This design comes from an exercise in tuning for small area, a short achievable clock period and few clock cycles per item on the open sky130 flow, not from production work. Only simulation tests tie the RTL to the original design; equivalence was not proved.

**design/flow/design.v**
```verilog
module alu_arbiter #(
    parameter int unsigned MUL_LAT = 3
) (
    input  logic        clk_i,
    input  logic        rst_i,
    input  logic        req0_valid_i,
    output logic        req0_ready_o,
    input  logic [2:0]  req0_op_i,
    input  logic [31:0] req0_src1_i,
    input  logic [31:0] req0_src2_i,
    input  logic        req1_valid_i,
    output logic        req1_ready_o,
    input  logic [2:0]  req1_op_i,
    input  logic [31:0] req1_src1_i,
    input  logic [31:0] req1_src2_i,
    output logic        rsp_valid_o,
    input  logic        rsp_ready_i,
    output logic        rsp_id_o,
    output logic [31:0] rsp_result_o,
    output logic        busy_o
);
    localparam int D_MUL = 0;    
    localparam int D_SUB = 1;    
    localparam int D_ARR = 2;    
    localparam int D_SUM = 3;    
    localparam int D_AND = 4;    
    localparam int D_XOR = 5;    
    localparam int D_SLL = 6;    
    localparam int D_SRA = 7;    
    function automatic logic [7:0] decode(input logic [2:0] op);
        logic [7:0] d;
        d[D_MUL] = (op == 3'b101);
        d[D_SUB] = (op == 3'b100);
        d[D_ARR] = (op == 3'b000) | (op == 3'b001) | (op == 3'b011) | (op == 3'b100) | (op == 3'b110);
        d[D_SUM] = (op == 3'b011) | (op == 3'b100) | (op == 3'b101) | (op == 3'b110);
        d[D_AND] = (op == 3'b000);
        d[D_XOR] = (op == 3'b001);
        d[D_SLL] = (op == 3'b010);
        d[D_SRA] = (op == 3'b111);
        decode = d;
    endfunction
    function automatic logic [11:0] booth(input logic [8:0] w);
        logic [11:0] b;
        for (int j = 0; j < 4; j++) begin
            b[j]     = w[2*j+1] ^ w[2*j];
            b[4 + j] = (w[2*j+2] & ~w[2*j+1] & ~w[2*j]) | (~w[2*j+2] & w[2*j+1] & w[2*j]);
            b[8 + j] = w[2*j+2] & ~(w[2*j+1] & w[2*j]);
        end
        booth = b;
    endfunction
    function automatic logic [11:0] first_digits(input logic [7:0] d, input logic [7:0] b);
        logic [11:0] r;
        r = booth({b, 1'b0}) & {12{d[D_MUL]}};
        r[0] = r[0] | d[D_ARR];
        first_digits = r;
    endfunction
    function automatic logic top_equal(input logic [24:0] x);
        top_equal = (x == 25'd0) | (x == {25{1'b1}});
    endfunction
    logic        last_grant_q;    
    logic        ex_valid_q;      
    logic        ex_first_q;      
    logic        ex_lastm_q;      
    logic [7:0]  ex_d_q;          
    logic [11:0] ex_bd_q;         
    logic        ex_id_q;
    logic [31:0] ex_a_q;          
    logic [31:0] ex_b_q;          
    logic        rsp_valid_q;
    logic        rsp_id_q;
    logic [31:0] rsp_res_q;
    logic        out_free;        
    logic        ex_adv;          
    logic        ex_last;         
    logic        ex_step;         
    logic        ex_done;
    logic        ex_free;         
    logic        grant;
    logic        accept;
    logic        ld0, ld1, hold;
    assign ex_last  = ~ex_d_q[D_MUL] | ex_lastm_q;
    assign out_free = ~rsp_valid_q | rsp_ready_i;
    assign ex_adv   = ex_valid_q & out_free;
    assign ex_done  = ex_adv & ex_last;
    assign ex_step  = ex_adv & ~ex_last;
    assign ex_free  = ~ex_valid_q | ex_done;
    assign grant  = req1_valid_i & (~req0_valid_i | ~last_grant_q);
    assign accept = (req0_valid_i | req1_valid_i) & ex_free;
    assign req0_ready_o = req0_valid_i & ~grant & ex_free;
    assign req1_ready_o = req1_valid_i &  grant & ex_free;
    assign ld0  = req0_ready_o;
    assign ld1  = req1_ready_o;
    assign hold = ~accept & ~ex_step;
    always_ff @(posedge clk_i or posedge rst_i) begin
        if (rst_i) begin
            last_grant_q <= 1'b1;
            ex_valid_q   <= 1'b0;
            rsp_valid_q  <= 1'b0;
        end else begin
            if (accept) last_grant_q <= grant;
            if (ex_free) ex_valid_q <= accept;
            rsp_valid_q <= ex_done | (rsp_valid_q & ~rsp_ready_i);
        end
    end
    logic [7:0]  d0, d1;
    logic [11:0] f0, f1, bn;
    assign d0 = decode(req0_op_i);
    assign d1 = decode(req1_op_i);
    assign f0 = first_digits(d0, req0_src2_i[7:0]);
    assign f1 = first_digits(d1, req1_src2_i[7:0]);
    assign bn = booth(ex_b_q[15:7]);
    always_ff @(posedge clk_i) begin
        ex_a_q  <= ({32{ld0}} & req0_src1_i) | ({32{ld1}} & req1_src1_i)
                 | ({32{hold}} & ex_a_q) | ({32{ex_step}} & {ex_a_q[23:0], 8'd0});
        ex_b_q  <= ({32{ld0}} & req0_src2_i) | ({32{ld1}} & req1_src2_i)
                 | ({32{hold}} & ex_b_q) | ({32{ex_step}} & {{8{ex_b_q[31]}}, ex_b_q[31:8]});
        ex_bd_q <= ({12{ld0}} & f0) | ({12{ld1}} & f1)
                 | ({12{hold}} & ex_bd_q) | ({12{ex_step}} & bn);
        ex_d_q  <= ({8{ld0}} & d0) | ({8{ld1}} & d1) | ({8{~accept}} & ex_d_q);
        ex_lastm_q <= (ld0 & (top_equal(req0_src2_i[31:7]) | (req0_src1_i[23:0] == 24'd0)))
                    | (ld1 & (top_equal(req1_src2_i[31:7]) | (req1_src1_i[23:0] == 24'd0)))
                    | (hold & ex_lastm_q)
                    | (ex_step & (top_equal({{8{ex_b_q[31]}}, ex_b_q[31:15]}) | (ex_a_q[15:0] == 16'd0)));
        ex_id_q    <= ld1 | (~accept & ex_id_q);
        ex_first_q <= accept | (hold & ex_first_q);
    end
    logic [3:0]  nb;
    logic [31:0] acc_t;
    logic [31:0] r0, r1, r2, r3;
    logic [31:0] row_a, row_b;
    logic [31:0] t_xor, t_and;
    logic [31:0] sum;
    logic [4:0]  sh;
    logic [31:0] sh_in;
    logic [31:0] sh_l1, sh_l2, sh_l3, sh_l4, sh_out;
    logic        fill;
    logic [31:0] s_sum, s_and, s_xor, s_sll, s_sra, s_hold;
    logic [3:0]  b_one, b_two, b_neg;
    assign b_one = ex_bd_q[3:0];
    assign b_two = ex_bd_q[7:4];
    assign b_neg = ex_bd_q[11:8];
    assign sh    = ex_b_q[4:0];
    always_comb begin
        for (int i = 0; i < 32; i++) begin
            r0[i] = ((b_one[0] & ex_a_q[i]) | (b_two[0] & (i >= 1 ? ex_a_q[i-1] : 1'b0))) ^ b_neg[0];
            r1[i] = i < 2 ? 1'b0 :
                    ((b_one[1] & ex_a_q[i-2]) | (b_two[1] & (i >= 3 ? ex_a_q[i-3] : 1'b0))) ^ b_neg[1];
            r2[i] = i < 4 ? 1'b0 :
                    ((b_one[2] & ex_a_q[i-4]) | (b_two[2] & (i >= 5 ? ex_a_q[i-5] : 1'b0))) ^ b_neg[2];
            r3[i] = i < 6 ? 1'b0 :
                    ((b_one[3] & ex_a_q[i-6]) | (b_two[3] & (i >= 7 ? ex_a_q[i-7] : 1'b0))) ^ b_neg[3];
        end
    end
    assign nb = {b_neg[3:1], b_neg[0] | ex_d_q[D_SUB]};
    assign acc_t = ({32{ex_d_q[D_MUL] & ~ex_first_q}} & rsp_res_q)
                 | ({32{ex_d_q[D_ARR]}} & (ex_b_q ^ {32{ex_d_q[D_SUB]}}));
    logic t0, t1, t2, t3, t4, t5, t6, t7, t8, t9, t10, t11, t12, t13, t14, t15, t16, t17, t18, t19, t20, t21, t22, t23, t24, t25, t26, t27, t28, t29, t30, t31, t32, t33, t34, t35, t36, t37, t38, t39, t40, t41, t42, t43, t44, t45, t46, t47, t48, t49, t50, t51, t52, t53, t54, t55, t56, t57, t58, t59, t60, t61, t62, t63, t64, t65, t66, t67, t68, t69, t70, t71, t72, t73, t74, t75, t76, t77, t78, t79, t80, t81, t82, t83, t84, t85, t86, t87, t88, t89, t90, t91, t92, t93, t94, t95, t96, t97, t98, t99, t100, t101, t102, t103, t104, t105, t106, t107, t108, t109, t110, t111, t112, t113, t114, t115, t116, t117, t118, t119, t120, t121, t122, t123, t124, t125, t126, t127, t128, t129, t130, t131, t132, t133, t134, t135, t136, t137, t138, t139, t140, t141, t142, t143, t144, t145, t146, t147, t148, t149, t150, t151, t152, t153, t154, t155, t156, t157, t158, t159, t160, t161, t162, t163, t164, t165, t166, t167, t168, t169, t170, t171, t172, t173, t174, t175, t176, t177, t178, t179, t180, t181, t182, t183, t184, t185, t186, t187, t188, t189, t190, t191, t192, t193, t194, t195, t196, t197, t198, t199, t200, t201, t202, t203, t204, t205, t206, t207, t208, t209, t210, t211, t212, t213, t214, t215, t216, t217, t218, t219, t220, t221, t222, t223, t224, t225, t226, t227, t228;
    assign t0 = acc_t[0] ^ nb[0];
    assign t1 = acc_t[0] & nb[0];
    assign t2 = acc_t[1] ^ r0[1];
    assign t3 = acc_t[1] & r0[1];
    assign t4 = acc_t[2] ^ r0[2] ^ r1[2];
    assign t5 = (acc_t[2] & r0[2]) | (acc_t[2] & r1[2]) | (r0[2] & r1[2]);
    assign t6 = nb[1] ^ t3;
    assign t7 = nb[1] & t3;
    assign t8 = acc_t[3] ^ r0[3] ^ r1[3];
    assign t9 = (acc_t[3] & r0[3]) | (acc_t[3] & r1[3]) | (r0[3] & r1[3]);
    assign t10 = t5 ^ t8;
    assign t11 = t5 & t8;
    assign t12 = acc_t[4] ^ r0[4] ^ r1[4];
    assign t13 = (acc_t[4] & r0[4]) | (acc_t[4] & r1[4]) | (r0[4] & r1[4]);
    assign t14 = nb[2] ^ r2[4] ^ t9;
    assign t15 = (nb[2] & r2[4]) | (nb[2] & t9) | (r2[4] & t9);
    assign t16 = t12 ^ t11;
    assign t17 = t12 & t11;
    assign t18 = acc_t[5] ^ r0[5] ^ r1[5];
    assign t19 = (acc_t[5] & r0[5]) | (acc_t[5] & r1[5]) | (r0[5] & r1[5]);
    assign t20 = r2[5] ^ t13 ^ t18;
    assign t21 = (r2[5] & t13) | (r2[5] & t18) | (t13 & t18);
    assign t22 = t15 ^ t20;
    assign t23 = t15 & t20;
    assign t24 = acc_t[6] ^ r0[6] ^ r1[6];
    assign t25 = (acc_t[6] & r0[6]) | (acc_t[6] & r1[6]) | (r0[6] & r1[6]);
    assign t26 = nb[3] ^ r2[6] ^ r3[6];
    assign t27 = (nb[3] & r2[6]) | (nb[3] & r3[6]) | (r2[6] & r3[6]);
    assign t28 = t19 ^ t24 ^ t26;
    assign t29 = (t19 & t24) | (t19 & t26) | (t24 & t26);
    assign t30 = t21 ^ t28;
    assign t31 = t21 & t28;
    assign t32 = acc_t[7] ^ r0[7] ^ r1[7];
    assign t33 = (acc_t[7] & r0[7]) | (acc_t[7] & r1[7]) | (r0[7] & r1[7]);
    assign t34 = r2[7] ^ r3[7] ^ t25;
    assign t35 = (r2[7] & r3[7]) | (r2[7] & t25) | (r3[7] & t25);
    assign t36 = t27 ^ t32 ^ t29;
    assign t37 = (t27 & t32) | (t27 & t29) | (t32 & t29);
    assign t38 = t34 ^ t31;
    assign t39 = t34 & t31;
    assign t40 = acc_t[8] ^ r0[8] ^ r1[8];
    assign t41 = (acc_t[8] & r0[8]) | (acc_t[8] & r1[8]) | (r0[8] & r1[8]);
    assign t42 = r2[8] ^ r3[8] ^ t33;
    assign t43 = (r2[8] & r3[8]) | (r2[8] & t33) | (r3[8] & t33);
    assign t44 = t40 ^ t35 ^ t42;
    assign t45 = (t40 & t35) | (t40 & t42) | (t35 & t42);
    assign t46 = t37 ^ t44;
    assign t47 = t37 & t44;
    assign t48 = acc_t[9] ^ r0[9] ^ r1[9];
    assign t49 = (acc_t[9] & r0[9]) | (acc_t[9] & r1[9]) | (r0[9] & r1[9]);
    assign t50 = r2[9] ^ r3[9] ^ t41;
    assign t51 = (r2[9] & r3[9]) | (r2[9] & t41) | (r3[9] & t41);
    assign t52 = t48 ^ t43 ^ t50;
    assign t53 = (t48 & t43) | (t48 & t50) | (t43 & t50);
    assign t54 = t45 ^ t52;
    assign t55 = t45 & t52;
    assign t56 = acc_t[10] ^ r0[10] ^ r1[10];
    assign t57 = (acc_t[10] & r0[10]) | (acc_t[10] & r1[10]) | (r0[10] & r1[10]);
    assign t58 = r2[10] ^ r3[10] ^ t49;
    assign t59 = (r2[10] & r3[10]) | (r2[10] & t49) | (r3[10] & t49);
    assign t60 = t56 ^ t51 ^ t58;
    assign t61 = (t56 & t51) | (t56 & t58) | (t51 & t58);
    assign t62 = t53 ^ t60;
    assign t63 = t53 & t60;
    assign t64 = acc_t[11] ^ r0[11] ^ r1[11];
    assign t65 = (acc_t[11] & r0[11]) | (acc_t[11] & r1[11]) | (r0[11] & r1[11]);
    assign t66 = r2[11] ^ r3[11] ^ t57;
    assign t67 = (r2[11] & r3[11]) | (r2[11] & t57) | (r3[11] & t57);
    assign t68 = t64 ^ t59 ^ t66;
    assign t69 = (t64 & t59) | (t64 & t66) | (t59 & t66);
    assign t70 = t61 ^ t68;
    assign t71 = t61 & t68;
    assign t72 = acc_t[12] ^ r0[12] ^ r1[12];
    assign t73 = (acc_t[12] & r0[12]) | (acc_t[12] & r1[12]) | (r0[12] & r1[12]);
    assign t74 = r2[12] ^ r3[12] ^ t65;
    assign t75 = (r2[12] & r3[12]) | (r2[12] & t65) | (r3[12] & t65);
    assign t76 = t72 ^ t67 ^ t74;
    assign t77 = (t72 & t67) | (t72 & t74) | (t67 & t74);
    assign t78 = t69 ^ t76;
    assign t79 = t69 & t76;
    assign t80 = acc_t[13] ^ r0[13] ^ r1[13];
    assign t81 = (acc_t[13] & r0[13]) | (acc_t[13] & r1[13]) | (r0[13] & r1[13]);
    assign t82 = r2[13] ^ r3[13] ^ t73;
    assign t83 = (r2[13] & r3[13]) | (r2[13] & t73) | (r3[13] & t73);
    assign t84 = t80 ^ t75 ^ t82;
    assign t85 = (t80 & t75) | (t80 & t82) | (t75 & t82);
    assign t86 = t77 ^ t84;
    assign t87 = t77 & t84;
    assign t88 = acc_t[14] ^ r0[14] ^ r1[14];
    assign t89 = (acc_t[14] & r0[14]) | (acc_t[14] & r1[14]) | (r0[14] & r1[14]);
    assign t90 = r2[14] ^ r3[14] ^ t81;
    assign t91 = (r2[14] & r3[14]) | (r2[14] & t81) | (r3[14] & t81);
    assign t92 = t88 ^ t83 ^ t90;
    assign t93 = (t88 & t83) | (t88 & t90) | (t83 & t90);
    assign t94 = t85 ^ t92;
    assign t95 = t85 & t92;
    assign t96 = acc_t[15] ^ r0[15] ^ r1[15];
    assign t97 = (acc_t[15] & r0[15]) | (acc_t[15] & r1[15]) | (r0[15] & r1[15]);
    assign t98 = r2[15] ^ r3[15] ^ t89;
    assign t99 = (r2[15] & r3[15]) | (r2[15] & t89) | (r3[15] & t89);
    assign t100 = t96 ^ t91 ^ t98;
    assign t101 = (t96 & t91) | (t96 & t98) | (t91 & t98);
    assign t102 = t93 ^ t100;
    assign t103 = t93 & t100;
    assign t104 = acc_t[16] ^ r0[16] ^ r1[16];
    assign t105 = (acc_t[16] & r0[16]) | (acc_t[16] & r1[16]) | (r0[16] & r1[16]);
    assign t106 = r2[16] ^ r3[16] ^ t97;
    assign t107 = (r2[16] & r3[16]) | (r2[16] & t97) | (r3[16] & t97);
    assign t108 = t104 ^ t99 ^ t106;
    assign t109 = (t104 & t99) | (t104 & t106) | (t99 & t106);
    assign t110 = t101 ^ t108;
    assign t111 = t101 & t108;
    assign t112 = acc_t[17] ^ r0[17] ^ r1[17];
    assign t113 = (acc_t[17] & r0[17]) | (acc_t[17] & r1[17]) | (r0[17] & r1[17]);
    assign t114 = r2[17] ^ r3[17] ^ t105;
    assign t115 = (r2[17] & r3[17]) | (r2[17] & t105) | (r3[17] & t105);
    assign t116 = t112 ^ t107 ^ t114;
    assign t117 = (t112 & t107) | (t112 & t114) | (t107 & t114);
    assign t118 = t109 ^ t116;
    assign t119 = t109 & t116;
    assign t120 = acc_t[18] ^ r0[18] ^ r1[18];
    assign t121 = (acc_t[18] & r0[18]) | (acc_t[18] & r1[18]) | (r0[18] & r1[18]);
    assign t122 = r2[18] ^ r3[18] ^ t113;
    assign t123 = (r2[18] & r3[18]) | (r2[18] & t113) | (r3[18] & t113);
    assign t124 = t120 ^ t115 ^ t122;
    assign t125 = (t120 & t115) | (t120 & t122) | (t115 & t122);
    assign t126 = t117 ^ t124;
    assign t127 = t117 & t124;
    assign t128 = acc_t[19] ^ r0[19] ^ r1[19];
    assign t129 = (acc_t[19] & r0[19]) | (acc_t[19] & r1[19]) | (r0[19] & r1[19]);
    assign t130 = r2[19] ^ r3[19] ^ t121;
    assign t131 = (r2[19] & r3[19]) | (r2[19] & t121) | (r3[19] & t121);
    assign t132 = t128 ^ t123 ^ t130;
    assign t133 = (t128 & t123) | (t128 & t130) | (t123 & t130);
    assign t134 = t125 ^ t132;
    assign t135 = t125 & t132;
    assign t136 = acc_t[20] ^ r0[20] ^ r1[20];
    assign t137 = (acc_t[20] & r0[20]) | (acc_t[20] & r1[20]) | (r0[20] & r1[20]);
    assign t138 = r2[20] ^ r3[20] ^ t129;
    assign t139 = (r2[20] & r3[20]) | (r2[20] & t129) | (r3[20] & t129);
    assign t140 = t136 ^ t131 ^ t138;
    assign t141 = (t136 & t131) | (t136 & t138) | (t131 & t138);
    assign t142 = t133 ^ t140;
    assign t143 = t133 & t140;
    assign t144 = acc_t[21] ^ r0[21] ^ r1[21];
    assign t145 = (acc_t[21] & r0[21]) | (acc_t[21] & r1[21]) | (r0[21] & r1[21]);
    assign t146 = r2[21] ^ r3[21] ^ t137;
    assign t147 = (r2[21] & r3[21]) | (r2[21] & t137) | (r3[21] & t137);
    assign t148 = t144 ^ t139 ^ t146;
    assign t149 = (t144 & t139) | (t144 & t146) | (t139 & t146);
    assign t150 = t141 ^ t148;
    assign t151 = t141 & t148;
    assign t152 = acc_t[22] ^ r0[22] ^ r1[22];
    assign t153 = (acc_t[22] & r0[22]) | (acc_t[22] & r1[22]) | (r0[22] & r1[22]);
    assign t154 = r2[22] ^ r3[22] ^ t145;
    assign t155 = (r2[22] & r3[22]) | (r2[22] & t145) | (r3[22] & t145);
    assign t156 = t152 ^ t147 ^ t154;
    assign t157 = (t152 & t147) | (t152 & t154) | (t147 & t154);
    assign t158 = t149 ^ t156;
    assign t159 = t149 & t156;
    assign t160 = acc_t[23] ^ r0[23] ^ r1[23];
    assign t161 = (acc_t[23] & r0[23]) | (acc_t[23] & r1[23]) | (r0[23] & r1[23]);
    assign t162 = r2[23] ^ r3[23] ^ t153;
    assign t163 = (r2[23] & r3[23]) | (r2[23] & t153) | (r3[23] & t153);
    assign t164 = t160 ^ t155 ^ t162;
    assign t165 = (t160 & t155) | (t160 & t162) | (t155 & t162);
    assign t166 = t157 ^ t164;
    assign t167 = t157 & t164;
    assign t168 = acc_t[24] ^ r0[24] ^ r1[24];
    assign t169 = (acc_t[24] & r0[24]) | (acc_t[24] & r1[24]) | (r0[24] & r1[24]);
    assign t170 = r2[24] ^ r3[24] ^ t161;
    assign t171 = (r2[24] & r3[24]) | (r2[24] & t161) | (r3[24] & t161);
    assign t172 = t168 ^ t163 ^ t170;
    assign t173 = (t168 & t163) | (t168 & t170) | (t163 & t170);
    assign t174 = t165 ^ t172;
    assign t175 = t165 & t172;
    assign t176 = acc_t[25] ^ r0[25] ^ r1[25];
    assign t177 = (acc_t[25] & r0[25]) | (acc_t[25] & r1[25]) | (r0[25] & r1[25]);
    assign t178 = r2[25] ^ r3[25] ^ t169;
    assign t179 = (r2[25] & r3[25]) | (r2[25] & t169) | (r3[25] & t169);
    assign t180 = t176 ^ t171 ^ t178;
    assign t181 = (t176 & t171) | (t176 & t178) | (t171 & t178);
    assign t182 = t173 ^ t180;
    assign t183 = t173 & t180;
    assign t184 = acc_t[26] ^ r0[26] ^ r1[26];
    assign t185 = (acc_t[26] & r0[26]) | (acc_t[26] & r1[26]) | (r0[26] & r1[26]);
    assign t186 = r2[26] ^ r3[26] ^ t177;
    assign t187 = (r2[26] & r3[26]) | (r2[26] & t177) | (r3[26] & t177);
    assign t188 = t184 ^ t179 ^ t186;
    assign t189 = (t184 & t179) | (t184 & t186) | (t179 & t186);
    assign t190 = t181 ^ t188;
    assign t191 = t181 & t188;
    assign t192 = acc_t[27] ^ r0[27] ^ r1[27];
    assign t193 = (acc_t[27] & r0[27]) | (acc_t[27] & r1[27]) | (r0[27] & r1[27]);
    assign t194 = r2[27] ^ r3[27] ^ t185;
    assign t195 = (r2[27] & r3[27]) | (r2[27] & t185) | (r3[27] & t185);
    assign t196 = t192 ^ t187 ^ t194;
    assign t197 = (t192 & t187) | (t192 & t194) | (t187 & t194);
    assign t198 = t189 ^ t196;
    assign t199 = t189 & t196;
    assign t200 = acc_t[28] ^ r0[28] ^ r1[28];
    assign t201 = (acc_t[28] & r0[28]) | (acc_t[28] & r1[28]) | (r0[28] & r1[28]);
    assign t202 = r2[28] ^ r3[28] ^ t193;
    assign t203 = (r2[28] & r3[28]) | (r2[28] & t193) | (r3[28] & t193);
    assign t204 = t200 ^ t195 ^ t202;
    assign t205 = (t200 & t195) | (t200 & t202) | (t195 & t202);
    assign t206 = t197 ^ t204;
    assign t207 = t197 & t204;
    assign t208 = acc_t[29] ^ r0[29] ^ r1[29];
    assign t209 = (acc_t[29] & r0[29]) | (acc_t[29] & r1[29]) | (r0[29] & r1[29]);
    assign t210 = r2[29] ^ r3[29] ^ t201;
    assign t211 = (r2[29] & r3[29]) | (r2[29] & t201) | (r3[29] & t201);
    assign t212 = t208 ^ t203 ^ t210;
    assign t213 = (t208 & t203) | (t208 & t210) | (t203 & t210);
    assign t214 = t205 ^ t212;
    assign t215 = t205 & t212;
    assign t216 = acc_t[30] ^ r0[30] ^ r1[30];
    assign t217 = (acc_t[30] & r0[30]) | (acc_t[30] & r1[30]) | (r0[30] & r1[30]);
    assign t218 = r2[30] ^ r3[30] ^ t209;
    assign t219 = (r2[30] & r3[30]) | (r2[30] & t209) | (r3[30] & t209);
    assign t220 = t216 ^ t211 ^ t218;
    assign t221 = (t216 & t211) | (t216 & t218) | (t211 & t218);
    assign t222 = t213 ^ t220;
    assign t223 = t213 & t220;
    assign t224 = acc_t[31] ^ r0[31] ^ r1[31];
    assign t225 = (acc_t[31] & r0[31]) | (acc_t[31] & r1[31]) | (r0[31] & r1[31]);
    assign t226 = r2[31] ^ r3[31] ^ t217;
    assign t227 = t224 ^ t219 ^ t226;
    assign t228 = t221 ^ t227;
    assign row_a = {t223, t215, t207, t199, t191, t183, t175, t167, t159, t151, t143, t135, t127, t119, t111, t103, t95, t87, t79, t71, t63, t55, t47, t39, t36, t23, t17, t14, t7, t4, t1, r0[0]};
    assign row_b = {t228, t222, t214, t206, t198, t190, t182, t174, t166, t158, t150, t142, t134, t126, t118, t110, t102, t94, t86, t78, t70, t62, t54, t46, t38, t30, t22, t16, t10, t6, t2, t0};
    assign t_xor = {t224, t216, t208, t200, t192, t184, t176, t168, t160, t152, t144, t136, t128, t120, t112, t104, t96, t88, t80, t72, t64, t56, t48, t40, t32, t24, t18, t12, t8, t4, t2, ex_a_q[0] ^ ex_b_q[0]};
    assign t_and = {t225, t217, t209, t201, t193, t185, t177, t169, t161, t153, t145, t137, t129, t121, t113, t105, t97, t89, t81, t73, t65, t57, t49, t41, t33, t25, t19, t13, t9, t5, t3, ex_a_q[0] & ex_b_q[0]};
    logic [31:0] pg_g, pg_p;
    logic cg0, cg1, cp1, cg2, cp2, cg3, cp3, cg4, cp4, cg5, cp5, cg6, cp6, cg7, cp7, cg8, cp8, cg9, cp9, cg10, cp10, cg11, cp11, cg12, cp12, cg13, cp13, cg14, cp14, cg15, cp15, cg16, cg17, cg18, cp18, cg19, cp19, cg20, cp20, cg21, cp21, cg22, cp22, cg23, cp23, cg24, cp24, cg25, cp25, cg26, cp26, cg27, cp27, cg28, cp28, cg29, cp29, cg30, cp30, cg31, cp31, cg32, cg33, cg34, cg35, cg36, cp36, cg37, cp37, cg38, cp38, cg39, cp39, cg40, cp40, cg41, cp41, cg42, cp42, cg43, cp43, cg44, cp44, cg45, cp45, cg46, cp46, cg47, cp47, cg48, cg49, cg50, cg51, cg52, cg53, cg54, cg55, cg56, cp56, cg57, cp57, cg58, cp58, cg59, cp59, cg60, cp60, cg61, cp61, cg62, cp62, cg63, cp63, cg64, cg65, cg66, cg67, cg68, cg69, cg70, cg71, cg72, cg73, cg74, cg75, cg76, cg77, cg78, cg79;
    assign pg_g = row_a & row_b;
    assign pg_p = row_a ^ row_b;
    assign cg0 = pg_g[1] | (pg_p[1] & pg_g[0]);
    assign cg1 = pg_g[3] | (pg_p[3] & pg_g[2]);
    assign cp1 = pg_p[3] & pg_p[2];
    assign cg2 = pg_g[5] | (pg_p[5] & pg_g[4]);
    assign cp2 = pg_p[5] & pg_p[4];
    assign cg3 = pg_g[7] | (pg_p[7] & pg_g[6]);
    assign cp3 = pg_p[7] & pg_p[6];
    assign cg4 = pg_g[9] | (pg_p[9] & pg_g[8]);
    assign cp4 = pg_p[9] & pg_p[8];
    assign cg5 = pg_g[11] | (pg_p[11] & pg_g[10]);
    assign cp5 = pg_p[11] & pg_p[10];
    assign cg6 = pg_g[13] | (pg_p[13] & pg_g[12]);
    assign cp6 = pg_p[13] & pg_p[12];
    assign cg7 = pg_g[15] | (pg_p[15] & pg_g[14]);
    assign cp7 = pg_p[15] & pg_p[14];
    assign cg8 = pg_g[17] | (pg_p[17] & pg_g[16]);
    assign cp8 = pg_p[17] & pg_p[16];
    assign cg9 = pg_g[19] | (pg_p[19] & pg_g[18]);
    assign cp9 = pg_p[19] & pg_p[18];
    assign cg10 = pg_g[21] | (pg_p[21] & pg_g[20]);
    assign cp10 = pg_p[21] & pg_p[20];
    assign cg11 = pg_g[23] | (pg_p[23] & pg_g[22]);
    assign cp11 = pg_p[23] & pg_p[22];
    assign cg12 = pg_g[25] | (pg_p[25] & pg_g[24]);
    assign cp12 = pg_p[25] & pg_p[24];
    assign cg13 = pg_g[27] | (pg_p[27] & pg_g[26]);
    assign cp13 = pg_p[27] & pg_p[26];
    assign cg14 = pg_g[29] | (pg_p[29] & pg_g[28]);
    assign cp14 = pg_p[29] & pg_p[28];
    assign cg15 = pg_g[31] | (pg_p[31] & pg_g[30]);
    assign cp15 = pg_p[31] & pg_p[30];
    assign cg16 = pg_g[2] | (pg_p[2] & cg0);
    assign cg17 = cg1 | (cp1 & cg0);
    assign cg18 = pg_g[6] | (pg_p[6] & cg2);
    assign cp18 = pg_p[6] & cp2;
    assign cg19 = cg3 | (cp3 & cg2);
    assign cp19 = cp3 & cp2;
    assign cg20 = pg_g[10] | (pg_p[10] & cg4);
    assign cp20 = pg_p[10] & cp4;
    assign cg21 = cg5 | (cp5 & cg4);
    assign cp21 = cp5 & cp4;
    assign cg22 = pg_g[14] | (pg_p[14] & cg6);
    assign cp22 = pg_p[14] & cp6;
    assign cg23 = cg7 | (cp7 & cg6);
    assign cp23 = cp7 & cp6;
    assign cg24 = pg_g[18] | (pg_p[18] & cg8);
    assign cp24 = pg_p[18] & cp8;
    assign cg25 = cg9 | (cp9 & cg8);
    assign cp25 = cp9 & cp8;
    assign cg26 = pg_g[22] | (pg_p[22] & cg10);
    assign cp26 = pg_p[22] & cp10;
    assign cg27 = cg11 | (cp11 & cg10);
    assign cp27 = cp11 & cp10;
    assign cg28 = pg_g[26] | (pg_p[26] & cg12);
    assign cp28 = pg_p[26] & cp12;
    assign cg29 = cg13 | (cp13 & cg12);
    assign cp29 = cp13 & cp12;
    assign cg30 = pg_g[30] | (pg_p[30] & cg14);
    assign cp30 = pg_p[30] & cp14;
    assign cg31 = cg15 | (cp15 & cg14);
    assign cp31 = cp15 & cp14;
    assign cg32 = pg_g[4] | (pg_p[4] & cg17);
    assign cg33 = cg2 | (cp2 & cg17);
    assign cg34 = cg18 | (cp18 & cg17);
    assign cg35 = cg19 | (cp19 & cg17);
    assign cg36 = pg_g[12] | (pg_p[12] & cg21);
    assign cp36 = pg_p[12] & cp21;
    assign cg37 = cg6 | (cp6 & cg21);
    assign cp37 = cp6 & cp21;
    assign cg38 = cg22 | (cp22 & cg21);
    assign cp38 = cp22 & cp21;
    assign cg39 = cg23 | (cp23 & cg21);
    assign cp39 = cp23 & cp21;
    assign cg40 = pg_g[20] | (pg_p[20] & cg25);
    assign cp40 = pg_p[20] & cp25;
    assign cg41 = cg10 | (cp10 & cg25);
    assign cp41 = cp10 & cp25;
    assign cg42 = cg26 | (cp26 & cg25);
    assign cp42 = cp26 & cp25;
    assign cg43 = cg27 | (cp27 & cg25);
    assign cp43 = cp27 & cp25;
    assign cg44 = pg_g[28] | (pg_p[28] & cg29);
    assign cp44 = pg_p[28] & cp29;
    assign cg45 = cg14 | (cp14 & cg29);
    assign cp45 = cp14 & cp29;
    assign cg46 = cg30 | (cp30 & cg29);
    assign cp46 = cp30 & cp29;
    assign cg47 = cg31 | (cp31 & cg29);
    assign cp47 = cp31 & cp29;
    assign cg48 = pg_g[8] | (pg_p[8] & cg35);
    assign cg49 = cg4 | (cp4 & cg35);
    assign cg50 = cg20 | (cp20 & cg35);
    assign cg51 = cg21 | (cp21 & cg35);
    assign cg52 = cg36 | (cp36 & cg35);
    assign cg53 = cg37 | (cp37 & cg35);
    assign cg54 = cg38 | (cp38 & cg35);
    assign cg55 = cg39 | (cp39 & cg35);
    assign cg56 = pg_g[24] | (pg_p[24] & cg43);
    assign cp56 = pg_p[24] & cp43;
    assign cg57 = cg12 | (cp12 & cg43);
    assign cp57 = cp12 & cp43;
    assign cg58 = cg28 | (cp28 & cg43);
    assign cp58 = cp28 & cp43;
    assign cg59 = cg29 | (cp29 & cg43);
    assign cp59 = cp29 & cp43;
    assign cg60 = cg44 | (cp44 & cg43);
    assign cp60 = cp44 & cp43;
    assign cg61 = cg45 | (cp45 & cg43);
    assign cp61 = cp45 & cp43;
    assign cg62 = cg46 | (cp46 & cg43);
    assign cp62 = cp46 & cp43;
    assign cg63 = cg47 | (cp47 & cg43);
    assign cp63 = cp47 & cp43;
    assign cg64 = pg_g[16] | (pg_p[16] & cg55);
    assign cg65 = cg8 | (cp8 & cg55);
    assign cg66 = cg24 | (cp24 & cg55);
    assign cg67 = cg25 | (cp25 & cg55);
    assign cg68 = cg40 | (cp40 & cg55);
    assign cg69 = cg41 | (cp41 & cg55);
    assign cg70 = cg42 | (cp42 & cg55);
    assign cg71 = cg43 | (cp43 & cg55);
    assign cg72 = cg56 | (cp56 & cg55);
    assign cg73 = cg57 | (cp57 & cg55);
    assign cg74 = cg58 | (cp58 & cg55);
    assign cg75 = cg59 | (cp59 & cg55);
    assign cg76 = cg60 | (cp60 & cg55);
    assign cg77 = cg61 | (cp61 & cg55);
    assign cg78 = cg62 | (cp62 & cg55);
    assign cg79 = cg63 | (cp63 & cg55);
    assign sum = pg_p ^ {cg78, cg77, cg76, cg75, cg74, cg73, cg72, cg71, cg70, cg69, cg68, cg67, cg66, cg65, cg64, cg55, cg54, cg53, cg52, cg51, cg50, cg49, cg48, cg35, cg34, cg33, cg32, cg17, cg16, cg0, pg_g[0], 1'b0};
    always_comb begin
        for (int i = 0; i < 32; i++) begin
            sh_in[i] = ex_d_q[D_SLL] ? ex_a_q[31 - i] : ex_a_q[i];
        end
    end
    assign fill   = ex_d_q[D_SRA] & ex_a_q[31];
    assign sh_l1  = sh[0] ? {fill, sh_in[31:1]}           : sh_in;
    assign sh_l2  = sh[1] ? {{2{fill}}, sh_l1[31:2]}      : sh_l1;
    assign sh_l3  = sh[2] ? {{4{fill}}, sh_l2[31:4]}      : sh_l2;
    assign sh_l4  = sh[3] ? {{8{fill}}, sh_l3[31:8]}      : sh_l3;
    assign sh_out = sh[4] ? {{16{fill}}, sh_l4[31:16]}    : sh_l4;
    assign s_sum  = {32{ex_adv & ex_d_q[D_SUM]}};
    assign s_and  = {32{ex_adv & ex_d_q[D_AND]}};
    assign s_xor  = {32{ex_adv & ex_d_q[D_XOR]}};
    assign s_sll  = {32{ex_adv & ex_d_q[D_SLL]}};
    assign s_sra  = {32{ex_adv & ex_d_q[D_SRA]}};
    assign s_hold = {32{~ex_adv}};
    always_ff @(posedge clk_i) begin
        for (int i = 0; i < 32; i++) begin
            rsp_res_q[i] <= (s_sum[i] & sum[i]) | (s_and[i] & t_and[i]) | (s_xor[i] & t_xor[i])
                          | (s_sll[i] & sh_out[31 - i]) | (s_sra[i] & sh_out[i])
                          | (s_hold[i] & rsp_res_q[i]);
        end
        rsp_id_q <= (ex_adv & ex_id_q) | (~ex_adv & rsp_id_q);
    end
    assign rsp_valid_o  = rsp_valid_q;
    assign rsp_id_o     = rsp_id_q;
    assign rsp_result_o = rsp_res_q;
    assign busy_o       = ex_valid_q | rsp_valid_q;
endmodule
```
**design/flow/flow/run.sh**
```bash
#!/bin/bash
# Standard synthesis, then the standard layout with the settings below
# passed to make. make's output goes to synth.log and layout.log; each ORFS
# step keeps its own log under orfs/logs.
set -euo pipefail
bash standard.sh synth > synth.log 2>&1
args=(
  "BUFFER_PORTS_ARGS=-buffer_cell sky130_fd_sc_hd__buf_1"
  "CTS_ARGS=-sink_clustering_enable -repair_clock_nets -dont_use_dummy_load -root_buf sky130_fd_sc_hd__clkbuf_8 -buf_list {sky130_fd_sc_hd__clkbuf_4 sky130_fd_sc_hd__clkbuf_8}"
)
bash standard.sh "${args[@]}" finish > layout.log 2>&1
```
**design/flow/standard.sh**
```bash
#!/bin/bash
# synth_recipe.tcl (not shown) runs the flow's synth.tcl, then flattens the netlist and writes it again
# the make line also repeats each setting of config.mk as NAME=value (left out here)
make -C /OpenROAD-flow-scripts/flow DESIGN_CONFIG=/design/flow/config.mk WORK_HOME=/design/flow/orfs CLKGATE_MAP_FILE= SYNTH_SCRIPT=/design/flow/synth_recipe.tcl "${@:-finish}"
```
**design/flow/config.mk**
```make
export PLATFORM = sky130hd
export DESIGN_NAME = alu_arbiter
export DESIGN_NICKNAME = alu_arbiter
export VERILOG_FILES = /design/flow/design.v
export SDC_FILE = /design/flow/constraint.sdc
export NUM_CORES = 4
export LEC_CHECK = 0
export ABC_AREA = 1
export ABC_CLOCK_PERIOD_IN_PS = 4000
export CAP_MARGIN = 20
export CORE_MARGIN = 2
export CORE_UTILIZATION = 40
export SETUP_SLACK_MARGIN = 4.45
export SLEW_MARGIN = 20
```
**design/flow/constraint.sdc**
```tcl
create_clock -name core_clock -period 9.0 [get_ports {clk_i}]
set_input_delay 1.8000 -clock core_clock [delete_from_list [all_inputs] [get_ports {clk_i}]]
set_output_delay 1.8000 -clock core_clock [all_outputs]
set_load 0.01 [all_outputs]
```
==> impl_metrics.toml, run 1 <==
[run_status]
status = "finished clean"

[setup_path]
crit_required_ps = 7200
setup.worst_path.end_class = "output port"
crit_top_cell = "buf_6"
critPathArrivalTime_ps = 2700
critical_path_class = "input port to output port"
worst_path_max_delay_cell = "o21ai_4"
cp_slowest_stage_delay_ps = 200
crit_path_max_fanout = 2
cp-start-kind = "input port"
crit_chain = "buf_1 > inv_1 > nand2_4 > nand2_8 > o21ai_4 > buf_6 > nand3_4 > clkinv_8 > buf_6"

[cts]
htreeDepth = 4
clockBufferDepth = 2
cts_sinks = 123
cts_buffers = 17
cts.root.buffer_cell = "clkbuf_8"
cts_tree = "yes"
clkTransAtPathRegs_ps = 90
cts_hold_buf = 0
clkLatencyLatePin_ps = 490

[synth]
synth-edff-count = 1
yosys_register_bits = 123
synthCells = 2240
seq_area_frac_synth = 0.164
netlist_area_um2 = 15100
synth_nets = 2536
yosysUniqueCellTypes = 53
async_reset_ff_frac = 0.0244
syn_avg_cell_area_um2 = 6.76
synth-main-ff-cell = "dfxtp_1"
ys_warn_count = 1

[placed_design]
port_buffers = 175
gp_congestion = 0.994
hpwl_mm = 51.7
post-place-ws_ps = 2770
place_inst = 2820

[routing]
ant_nets = 0
firstDrtPassIters = 9
vias_per_cell = 6.20
drc_errors = 0
wl_per_cell_um = 24.5
drt_wl_total_mm = 71.0
vias = 18000
drtIter0Drc = 2309

[worst_hold_path]
hp-class = "flop to flop"

[timing]
fin_crit_sh = 0.500
slew_viol_final = 0
tns_ps = 0
worst_pin_slew_ps = 1030
layout_setup_ws_ps = 4500
max_freq_mhz = 222
final-hold-violation-count = 0
setup_violations = 0
slew_headroom = 0.311
finClkSkew_ps = 47.7
period_needed_ps = 4500
rsz0062_at_grt = "yes"

[global_routing]
gr-total-overflow = 0
antenna_found_initial = 0
grt_start_max_net_pins = 65
grt_first_pass_wirelength_mm = 105
grt_pass1_vias = 17000
grt_use_total = 0.357

[floorplan]
io_pins = 176
dieWidth_um = 199
die_area_um2 = 39400
die_h_um = 199
std_cell_rows = 71
coreArea_um2 = 37500
initial_core_util = 0.404

[layout]
syn2layout_area_growth_pct = 18.7
final_core_util = 0.479
drive_gt1_frac = 0.135
final_cells = 2902
diodes = 0
num-nets-final = 2689

[run]
max_cap_violations = 0
==> worst max-delay path, delay by kind of cell <==
| kind | cells | cell delay, ps |
|---|---|---|
| and+or+nand+nor | 3 | 260 |
| AOI/OAI and AO/OA | 1 | 200 |
| buffers and inverters | 5 | 440 |
==> state kept, by name, indices dropped and copies added, names as in the netlist, named ones only <==
signal	cells
ex_d_q	8
ex_a_q	32
ex_b_q	32
ex_id_q	1
ex_bd_q	12
rsp_valid_q	1
rsp_res_q	32
ex_lastm_q	1
ex_valid_q	1
ex_first_q	1
last_grant_q	1
==> area by class of cell <==
class / instances / area (um^2)
Fill cell: 3898 / 19500
Multi-Input combinational cell: 1714 / 11800
Sequential cell: 123 / 2550
Timing Repair Buffer: 257 / 1510
Inverter: 274 / 1160
Tap cell: 511 / 639
Clock buffer: 17 / 234
Timing Repair inverter: 6 / 50.0
==> synthesized netlist by cell type, drive strengths merged, types with 4 or more instances <==
master     n  share of area
o221ai    14         0.0081
o21ai     72          0.026
clkinv    31         0.0078
o22ai    136          0.056
nand3    358           0.12
o21bai     4         0.0020
inv      243          0.060
nor4      28          0.012
ha        72          0.060
xor2     115          0.067
nand2    471           0.12
nand3b     8         0.0040
buf       60          0.022
dfxtp    119           0.16
clkbuf    72          0.018
a32o      29          0.019
fa        85           0.11
a221oi    54          0.032
o2111ai   16         0.0093
nor3      13         0.0043
nor2      98          0.025
nand4     56          0.023
or2        7         0.0029
a21oi     53          0.018
==> cells in the final DEF, fill, tap and decap left out, types with 10 or more instances in the layout <==
cell	n
fa_2	14
xor2_1	113
a32o_1	25
nor3_1	12
fa_1	71
inv_1	213
o22ai_1	132
buf_12	10
clkinv_4	13
o221ai_1	14
a221oi_1	51
buf_4	63
nand2_1	443
dfxtp_1	93
ha_4	34
nor2_1	89
nor4_1	28
dfxtp_4	11
clkbuf_8	17
nand2_2	19
dfxtp_2	15
buf_1	172
nand4_1	56
inv_2	24
a21oi_1	42
ha_1	37
o2111ai_1	16
o21ai_0	62
nand3_1	354
==> cells by family after synthesis <==
| group | after synthesis | share of synthesized area |
|---|---|---|
| compound gates | 395 | 0.179 |
| xor+xnor | 118 | 0.0683 |
| fa+ha+maj | 157 | 0.172 |
| buf+inv | 406 | 0.108 |
| flops | 123 | 0.164 |
| mux | 1 | 0.000744 |
| simple gates | 1040 | 0.308 |
==> metal layers <==
metal,vias to the layer above,part of all wire,GRT usage
li1,8068,-,-
met1,8538,0.40,0.471
met2,1190,0.43,0.546
met3,210,0.11,0.0827
met4,0,0.057,0.177
met5,-,0,0
==> timing repair <==
item	in CTS	in global routing
setup buffers	32	21
resized for setup	146	108
endpoints found under the setup margin	26	21
pin swaps	22	48
cloned	12	0
==> through the flow <==
stage | hold slack [ps] | instance area, um^2
finish | 471 | 18000
global route | 500 | 18000
CTS | 472 | 17300
detailed placement | 441 | 16100
global placement | 421 | 16100
floorplan | 409 | 15300
==> final timing paths <==
| check | slack [ps] | endpoint | cells past startpoint | from |
|---|---|---|---|---|
| max | 4500 | req0_ready_o | 9 | rsp_ready_i |
| min | 470 | ex_id_q | 2 | ex_id_q |
| max reg2reg | 4510 | rsp_res_q[17] | 18 | ex_bd_q[9] |
| min reg2reg | 470 | ex_id_q | 2 | ex_id_q |
| max in group asynchronous | 7640 | last_grant_q | 2 | rst_i |
| min in group asynchronous | 1140 | ex_valid_q | 2 | rst_i |
Testbench counts, summed over its fixed seeds: cycles 2,984, items 2,400.
==> run 2, diff against run 1 <==
--- a/design/flow/flow/run.sh
+++ b/design/flow/flow/run.sh
@@ -7,5 +7,6 @@
 args=(
   "BUFFER_PORTS_ARGS=-buffer_cell sky130_fd_sc_hd__buf_1"
   "CTS_ARGS=-sink_clustering_enable -repair_clock_nets -dont_use_dummy_load -root_buf sky130_fd_sc_hd__clkbuf_8 -buf_list {sky130_fd_sc_hd__clkbuf_4 sky130_fd_sc_hd__clkbuf_8}"
+  "DONT_USE_CELLS=sky130_fd_sc_hd__probe_p_8 sky130_fd_sc_hd__probec_p_8 sky130_fd_sc_hd__lpflow_* sky130_fd_sc_hd__ha_2 sky130_fd_sc_hd__ha_4"
 )
 bash standard.sh "${args[@]}" finish > layout.log 2>&1
==> impl_metrics.toml, run 2 <==
[routing]
drc_errors = 0
drt_wl_total_mm = 69.1
vias = 17900
wl_per_cell_um = 23.8
drtIter0Drc = 2616
vias_per_cell = 6.17
firstDrtPassIters = 7
ant_nets = 0

[synth]
synth-edff-count = 1
seq_area_frac_synth = 0.164
synth_adder_area_share = 0.172
yosysUniqueCellTypes = 53
synth_area_leaders = "dfxtp_1, nand3_1, nand2_1"
synth_compound_area_frac = 0.179
yosysTopAreaCellShare = 0.157
synth-main-ff-cell = "dfxtp_1"
yosysTopAreaCell = "dfxtp_1"
synthCells = 2240
syn_avg_cell_area_um2 = 6.76
yosys_register_bits = 123
synth_nets = 2536
synthSimpleGateAreaFrac = 0.308
netlist_area_um2 = 15100
ys_warn_count = 1
muxShareOfSynthArea = 0.000744
synth_commonest_cells = "nand2_1, nand3_1, inv_1, o22ai_1, dfxtp_1"
async_reset_ff_frac = 0.0244
post-synth-top-count-cell = "nand2_1"
synth_xor_area_frac = 0.0683
synth_top_family_by_area = "simple AND/OR/NAND/NOR gates"

[placed_design]
post-place-ws_ps = 3550
hpwl_mm = 51.1
postPlaceCellArea_um2 = 16100
port_buffers = 175
gp_congestion = 1.02

[cts]
cts_buffers = 17
clockBufferDepth = 2
clkLatencyLatePin_ps = 500
cts_sinks = 123
cts.root.buffer_cell = "clkbuf_8"
htreeDepth = 4
cts_tree = "yes"
clkTransAtPathRegs_ps = 80

[timing]
tns_ps = 0
period_needed_ps = 4580
final-hold-violation-count = 0
worst_pin_slew_ps = 696
max_freq_mhz = 218
rsz0062_at_grt = "yes"
fin_crit_sh = 0.509
setup_violations = 0
layout_setup_ws_ps = 4420
finClkSkew_ps = 28.3
slew_viol_final = 0
slew_headroom = 0.535

[layout]
layout_common_cells = "nand2_1, nand3_1, inv_1"
final_common_cell = "nand2_1"
syn2layout_area_growth_pct = 15.4
drive_gt1_frac = 0.117
final_core_util = 0.466
diodes = 0
fillers = 3933
finalInstanceArea_um2 = 17500
reg_top3 = "ex_a_q (32), ex_b_q (32), rsp_res_q (32)"
num-nets-final = 2691

[floorplan]
initial_core_util = 0.404
die_area_um2 = 39400
std_cell_rows = 71
die_h_um = 199
coreArea_um2 = 37500
dieWidth_um = 199
io_pins = 176

[run_status]
status = "finished clean"

[setup_path]
crit_top_cell = "fa_1"
worst_path_max_delay_cell = "fa_1"
cp_slowest_stage_delay_ps = 490
setup.worst_path.end_class = "flop"
crit_path_max_fanout = 14
critical_path_class = "flop to flop"
critPathArrivalTime_ps = 4960
cp-start-kind = "flop"
crit_required_ps = 9380
crit_chain = "buf_12 > clkinvlp_4 > buf_12 > nand2_1 > a32o_1 > inv_1 > fa_1 > inv_1 > fa_1 > fa_1 > ha_1 > ha_1 > nand2_1 > nor2_1 > a21oi_4 > nand2_4 > fa_2 > xor2_1 > a221oi_2 > nand3_1"

[global_routing]
gr-total-overflow = 0
antenna_found_initial = 0
grt_use_total = 0.348
grt_pass1_vias = 16800
grt_first_pass_wirelength_mm = 102
grt_start_max_net_pins = 65

[run]
max_cap_violations = 0

[worst_hold_path]
hp-class = "flop to flop"
## run 2: layer usage
metal | track usage | part of all wire
met2 | 0.531 | 0.43
met4 | 0.132 | 0.046
met1 | 0.471 | 0.41
met3 | 0.0875 | 0.12
met5 | 0 | 0
## run 2: path summary, 6_finish.rpt
kind | from | end | slack [ps] | cells past startpoint
max | ex_d_q[1] | rsp_res_q[17] | 4420 | 20
min | ex_id_q | flop | 440 | 0
max reg2reg | ex_d_q[1] | rsp_res_q[17] | 4420 | 20
min reg2reg | ex_id_q | flop | 440 | 0
max in group asynchronous | rst_i | last_grant_q | 7640 | 2
min in group asynchronous | rst_i | ex_valid_q | 1140 | 2
## run 2: through the flow
step,hold slack (ps),std cells
after floorplan,409,2240
final,436,2904
after CTS,439,2878
after global routing,462,2904
after global placement,413,2821
after detailed placement,425,2821
## run 2: kinds of logic after synthesis
kind of cell,Yosys count
and+or+nand+nor,1040
buffers and inverters,406
AOI/OAI and AO/OA,395
adders and majority gates,157
DFF,123
xor gates and xnor gates,118
muxes,1
## run 2: worst max-delay path: cells and delay by family (launching register included)
kind,cells,cell delay (ps)
adder cells (fa/ha/maj),6,2370
buffers and inverters,5,540
AO/OA/AOI/OAI,3,540
AND/OR/NAND/NOR,5,480
flip-flops,1,370
XOR/XNOR,1,160
## run 2: final cells by class
type                            count  area [um^2]  area share
Timing Repair inverter              5         45.0     0.00258
Multi-Input combinational cell   1713        11300       0.649
Sequential cell                   123         2520       0.145
Inverter                          274         1180      0.0674
Tap cell                          511          639      0.0366
Clock buffer                       17          234      0.0134
Timing Repair Buffer              261         1510      0.0867
## run 2: timing repair
action,4_1_cts,5_1_grt
gates cloned,10,1
setup endpoints to repair,21,18
hold buffers,0,0
buffers inserted,30,25
resized for setup,114,81
endpoints found under the hold margin,0,0
pin swaps,21,46
==> run 3, diff against run 2 <==
--- a/design/flow/config.mk
+++ b/design/flow/config.mk
@@ -10,5 +10,5 @@
 export CAP_MARGIN = 20
 export CORE_MARGIN = 2
 export CORE_UTILIZATION = 40
-export SETUP_SLACK_MARGIN = 4.45
+export SETUP_SLACK_MARGIN = 4.55
 export SLEW_MARGIN = 20
==> impl_metrics.toml, run 3 <==
[cts]
cts_hold_buf = 0
clkTransAtPathRegs_ps = 90
htreeDepth = 4
cts_buffers = 17
cts.root.buffer_cell = "clkbuf_8"
cts_sinks = 123
cts_tree = "yes"
clkLatencyLatePin_ps = 490
clockBufferDepth = 2

[synth]
netlist_area_um2 = 15100
synth_area_leaders = "dfxtp_1, nand3_1, nand2_1"
synth_top_family_by_area = "simple AND/OR/NAND/NOR gates"
yosysTopAreaCellShare = 0.157
synthCells = 2240
async_reset_ff_frac = 0.0244
yosys_register_bits = 123
synth-main-ff-cell = "dfxtp_1"
post-synth-top-count-cell = "nand2_1"
yosysTopAreaCell = "dfxtp_1"
synthSimpleGateAreaFrac = 0.308
yosysUniqueCellTypes = 53
synth_commonest_cells = "nand2_1, nand3_1, inv_1, o22ai_1, dfxtp_1"
synth_xor_area_frac = 0.0683
seq_area_frac_synth = 0.164
synth_nets = 2536
muxShareOfSynthArea = 0.000744
syn_avg_cell_area_um2 = 6.76
synth_adder_area_share = 0.172
synth-edff-count = 1
synth_compound_area_frac = 0.179
ys_warn_count = 1

[layout]
diodes = 0
final_core_util = 0.475
final_cells = 2923
final_common_cell = "nand2_1"
multi_input_area_um2 = 11400
fillers = 3919
num-nets-final = 2710
reg_top3 = "ex_a_q (32), ex_b_q (32), rsp_res_q (32)"
layout_common_cells = "nand2_1, nand3_1, inv_1"
syn2layout_area_growth_pct = 17.7
drive_gt1_frac = 0.129
regArea_um2 = 2530

[timing]
slew_headroom = 0.296
max_freq_mhz = 219
worst_pin_slew_ps = 1050
finClkSkew_ps = 31.8
setup_violations = 0
final-hold-violation-count = 0
fin_crit_sh = 0.507
slew_viol_final = 0
tns_ps = 0
layout_setup_ws_ps = 4430
rsz0062_at_grt = "yes"
period_needed_ps = 4570

[floorplan]
die_h_um = 199
die_area_um2 = 39400
initial_core_util = 0.404
coreArea_um2 = 37500
io_pins = 176
std_cell_rows = 71
dieWidth_um = 199

[routing]
wl_per_cell_um = 23.8
wl_met3_mm = 8.50
drc_errors = 0
drt_wl_total_mm = 69.7
wl_met1_mm = 27.8
vias_per_cell = 6.19
top_layer = "met4"
vias = 18100
wl_met2_mm = 29.7
drtIter0Drc = 2347
firstDrtPassIters = 9
ant_nets = 0

[run]
max_cap_violations = 0

[setup_path]
critical_path_class = "flop to flop"
r2r-start = "ex_bd_q[0]"
crit_path_max_fanout = 10
cp-start-kind = "flop"
cp-startpoint = "ex_bd_q[0]"
setup.worst_path.end_class = "flop"
crit_required_ps = 9340
critPathArrivalTime_ps = 4910

[placed_design]
gp_congestion = 1.00
hpwl_mm = 51.0
port_buffers = 175
post-place-ws_ps = 3050
place_inst = 2818

[global_routing]
antenna_found_initial = 0
grt_first_pass_wirelength_mm = 104
grt_start_max_net_pins = 65
gr-total-overflow = 0
grt_pass1_vias = 16900
grt_use_total = 0.351

[run_status]
status = "finished clean"

[worst_hold_path]
hold_path.startpoint = "ex_id_q"
hp-class = "flop to flop"
==> run 3: kinds of logic (layout without fill, tap and decap cells) <==
family / Yosys count / count (layout)
buffers and inverters: 406 / 574
and+or+nand+nor: 1040 / 1044
adders and majority gates: 157 / 157
DFF: 123 / 123
AOI/OAI and AO/OA: 395 / 395
muxes: 1 / 1
xor gates and xnor gates: 118 / 118
==> run 3: final timing paths <==
check	endpoint	slack [ps]	depth (start not counted)
worst max register to register	rsp_res_q[17]	4430	20
worst min register to register	ex_id_q	460	2
max in group asynchronous	last_grant_q	7640	2
min in group asynchronous	ex_valid_q	1140	2
worst max-delay path	rsp_res_q[17]	4430	20
worst min-delay path	ex_id_q	460	2
==> run 3: final cells by class <==
type / count / area share
timing repair buffer: 277 / 0.0964
timing repair inverter: 6 / 0.00267
clock buffer: 17 / 0.0131
inverter: 274 / 0.0669
tap: 511 / 0.0359
multi-input combinational: 1715 / 0.643
sequential: 123 / 0.142
==> run 3: repair_timing <==
item	in CTS	in global routing
pin swaps	43	24
setup endpoints to repair	28	21
buffers inserted	53	21
gates resized for setup	166	45
gates cloned	13	1
==> run 3: through the flow <==
stage | hold slack, ps | area, um^2
2_1_floorplan | 409 | 15300
3_3_place_gp | 418 | 16100
3_5_place_dp | 433 | 16100
4_1_cts | 462 | 17500
5_1_grt | 502 | 17800
6_report | 459 | 17800
==> run 3: metal layers <==
layer	GRT usage	up-vias
li1	-	8128
met1	0.456	8520
met2	0.541	1239
met3	0.0980	195
met4	0.159	0
met5	0	-
==> run 3: critical path, stage by stage (launching register included) <==
cell and delay (ps):
dfxtp_4 380, clkinvlp_4 150, buf_12 180, o22ai_2 140, xor2_1 230, fa_2 260
inv_1 60, fa_1 520, fa_1 410, ha_1 310, ha_1 350, nand2_2 100
inv_1 40, nand2_1 70, nand2_1 90, a21oi_4 140, nand2_4 70, fa_2 380
xor2_1 150, a221oi_2 260, nand3_1 110
==> run 4, diff against run 3 <==
--- a/design/flow/config.mk
+++ b/design/flow/config.mk
@@ -9,6 +9,7 @@
 export ABC_CLOCK_PERIOD_IN_PS = 4000
 export CAP_MARGIN = 20
 export CORE_MARGIN = 2
-export CORE_UTILIZATION = 40
-export SETUP_SLACK_MARGIN = 4.55
+export CORE_UTILIZATION = 35
+export PLACE_DENSITY = 0.55
+export SETUP_SLACK_MARGIN = 4.45
 export SLEW_MARGIN = 20
==> impl_metrics.toml, run 4 <==
[setup_path]
crit_path_max_fanout = 2
critical_path_class = "input port to output port"
critPathArrivalTime_ps = 2730
reg2reg_to = "rsp_res_q[16]"
cp-start-kind = "input port"
crit_required_ps = 7200
r2r-start = "ex_a_q[5]"
setup.worst_path.end_class = "output port"
worst_path_max_delay_cell = "o21ai_4"
crit_chain = "buf_1 > inv_1 > nand2_2 > nand2_4 > buf_12 > o21ai_4 > buf_6 > nand3_4 > clkinv_8 > buf_6"
r2r_slack_ps = 4530
crit_top_cell = "buf_6"
cp_slowest_stage_delay_ps = 140
reg2reg_depth = 18

[synth]
synth_nets = 2536
async_reset_ff_frac = 0.0244
yosysTopAreaCellShare = 0.157
synth-main-ff-cell = "dfxtp_1"
synth-edff-count = 1
post-synth-top-count-cell = "nand2_1"
synth_area_leaders = "dfxtp_1, nand3_1, nand2_1"
seq_area_frac_synth = 0.164
ys_warn_count = 1
syn_avg_cell_area_um2 = 6.76
netlist_area_um2 = 15100
yosysUniqueCellTypes = 53
yosys_register_bits = 123
yosysTopAreaCell = "dfxtp_1"
synthCells = 2240
synth_commonest_cells = "nand2_1, nand3_1, inv_1, o22ai_1, dfxtp_1"

[cts]
clkLatencyLatePin_ps = 470
cts_sinks = 123
htreeDepth = 4
cts.root.buffer_cell = "clkbuf_8"
cts_buffers = 17
cts_tree = "yes"
cts_hold_buf = 0
clkTransAtPathRegs_ps = 90
clockBufferDepth = 2

[worst_hold_path]
hold_depth = 0
hp-class = "flop to flop"
hold_path.startpoint = "ex_id_q"

[floorplan]
io_pins = 176
dieWidth_um = 212
initial_core_util = 0.353
die_area_um2 = 44900
die_h_um = 212
std_cell_rows = 76
coreArea_um2 = 42900

[run_status]
status = "finished clean"

[timing]
max_freq_mhz = 221
finClkSkew_ps = 40.7
final-hold-violation-count = 0
whs_ps = 441
tns_ps = 0
setup_violations = 0
rsz0062_at_grt = "yes"
worst_pin_slew_ps = 1060
fin_crit_sh = 0.503
slew_headroom = 0.292
slew_viol_final = 0
period_needed_ps = 4530
layout_setup_ws_ps = 4470

[routing]
drt_wl_total_mm = 73.6
ant_nets = 0
wl_per_cell_um = 24.5
drc_errors = 0
vias = 18100
firstDrtPassIters = 9
drtIter0Drc = 2159
vias_per_cell = 6.02

[placed_design]
hpwl_mm = 53.3
port_buffers = 175
gp_congestion = 0.967
postPlaceCellArea_um2 = 16100
post-place-ws_ps = 3260

[layout]
multi_input_area_um2 = 11500
reg_top3 = "ex_a_q (32), ex_b_q (32), rsp_res_q (32)"
fillers = 4527
layout_common_cells = "nand2_1, nand3_1, inv_1"
regArea_um2 = 2560
final_common_cell = "nand2_1"
drive_gt1_frac = 0.141
num-nets-final = 2710
finalInstanceArea_um2 = 18000
syn2layout_area_growth_pct = 19.1

[global_routing]
gr-total-overflow = 0
grt_start_max_net_pins = 65
grt_use_total = 0.320
grt_first_pass_wirelength_mm = 108
antenna_found_initial = 0
grt_pass1_vias = 17200

[run]
max_cap_violations = 0
## run 4: worst max path at each step
stage | from | endpoint | slack (ps) | cells after the start
3_3_place_gp | rsp_ready_i | req0_ready_o | 3300 | 9
5_1_grt | ex_a_q[13] | rsp_res_q[17] | 4320 | 19
2_1_floorplan | ex_bd_q[5] | rsp_res_q[17] | 4450 | 22
4_1_cts | rsp_ready_i | req0_ready_o | 4420 | 9
3_5_place_dp | rsp_ready_i | req0_ready_o | 3260 | 9
6_report | rsp_ready_i | req0_ready_o | 4470 | 10
## run 4: routing by layer
layer | GRT usage | routed length, um
met2 | 0.489 | 31900
met1 | 0.428 | 30100
met5 | 0 | 0
met4 | 0.141 | 3450
met3 | 0.0771 | 8140
## run 4: area by class of cell
type                            count  area share
Multi-Input combinational cell   1713       0.639
Sequential cell                   123       0.142
Timing Repair Buffer              280      0.0976
Inverter                          274      0.0656
Tap cell                          585      0.0406
Clock buffer                       17      0.0130
Timing Repair inverter              5     0.00208
Antenna cell                        1    0.000139
## run 4: repair_timing
action,in CTS,in global routing
gates resized for setup,144,129
gates cloned,11,2
endpoints found under the setup margin,26,19
setup buffers,43,29
pin swaps,26,84
## run 4: cell families after synthesis
group,after synthesis,share of synthesized area
AO/OA/AOI/OAI,395,0.179
XOR/XNOR,118,0.0683
adder cells (fa/ha/maj),157,0.172
buffers and inverters,406,0.108
flip-flops,123,0.164
multiplexers,1,0.000744
AND/OR/NAND/NOR,1040,0.308
## run 4: per-stage QoR
step / utilization / instances
final: 0.420 / 2998
after global placement: 0.376 / 2893
after CTS: 0.404 / 2965
after floorplan: - / 2240
after global routing: 0.420 / 2997
after detailed placement: 0.376 / 2894
## run 4: critical path, delay by kind of cell
| kind | cells | cell delay [ps] |
|---|---|---|
| buffers and inverters | 6 | 540 |
| AND/OR/NAND/NOR | 3 | 250 |
| AO/OA/AOI/OAI | 1 | 140 |

==> what the ideal ports hide <==
The flow's constraints put no driver on any port. The routed layouts listed below were extracted and timed again, unchanged, in two steps.
Step 1, drivers: a clkbuf_16 drives clk_i and a buf_2 each remaining input, both assumed.
Step 2 also shifts input and output timing later by t, the mid clock arrival at the registers, as if the neighbouring blocks saw the same clock.
Three values: no drivers, after step 1, after step 2; two values: the first two.
run	shift t [ns]	setup WS [ns]	worst hold slack (ns)	worst setup path at the end
run 1	0.516	4.502 / 4.480 / 4.480	0.471 / 0.471 / 0.471	input to output
run 2	0.538	4.417 / 4.417 / 4.192	0.436 / 0.436 / 0.436	input to register
run 3	0.518	4.435 / 4.435 / 4.127	0.459 / 0.459 / 0.459	input to register
run 4	0.502	4.474 / 4.451 / 4.298	0.441 / 0.441 / 0.441	input to register
After both steps every run listed still meets setup and hold. For run 3, which loses most, drivers alone change the setup slack by 0.000 ns; drivers and shift together by -0.308 ns.
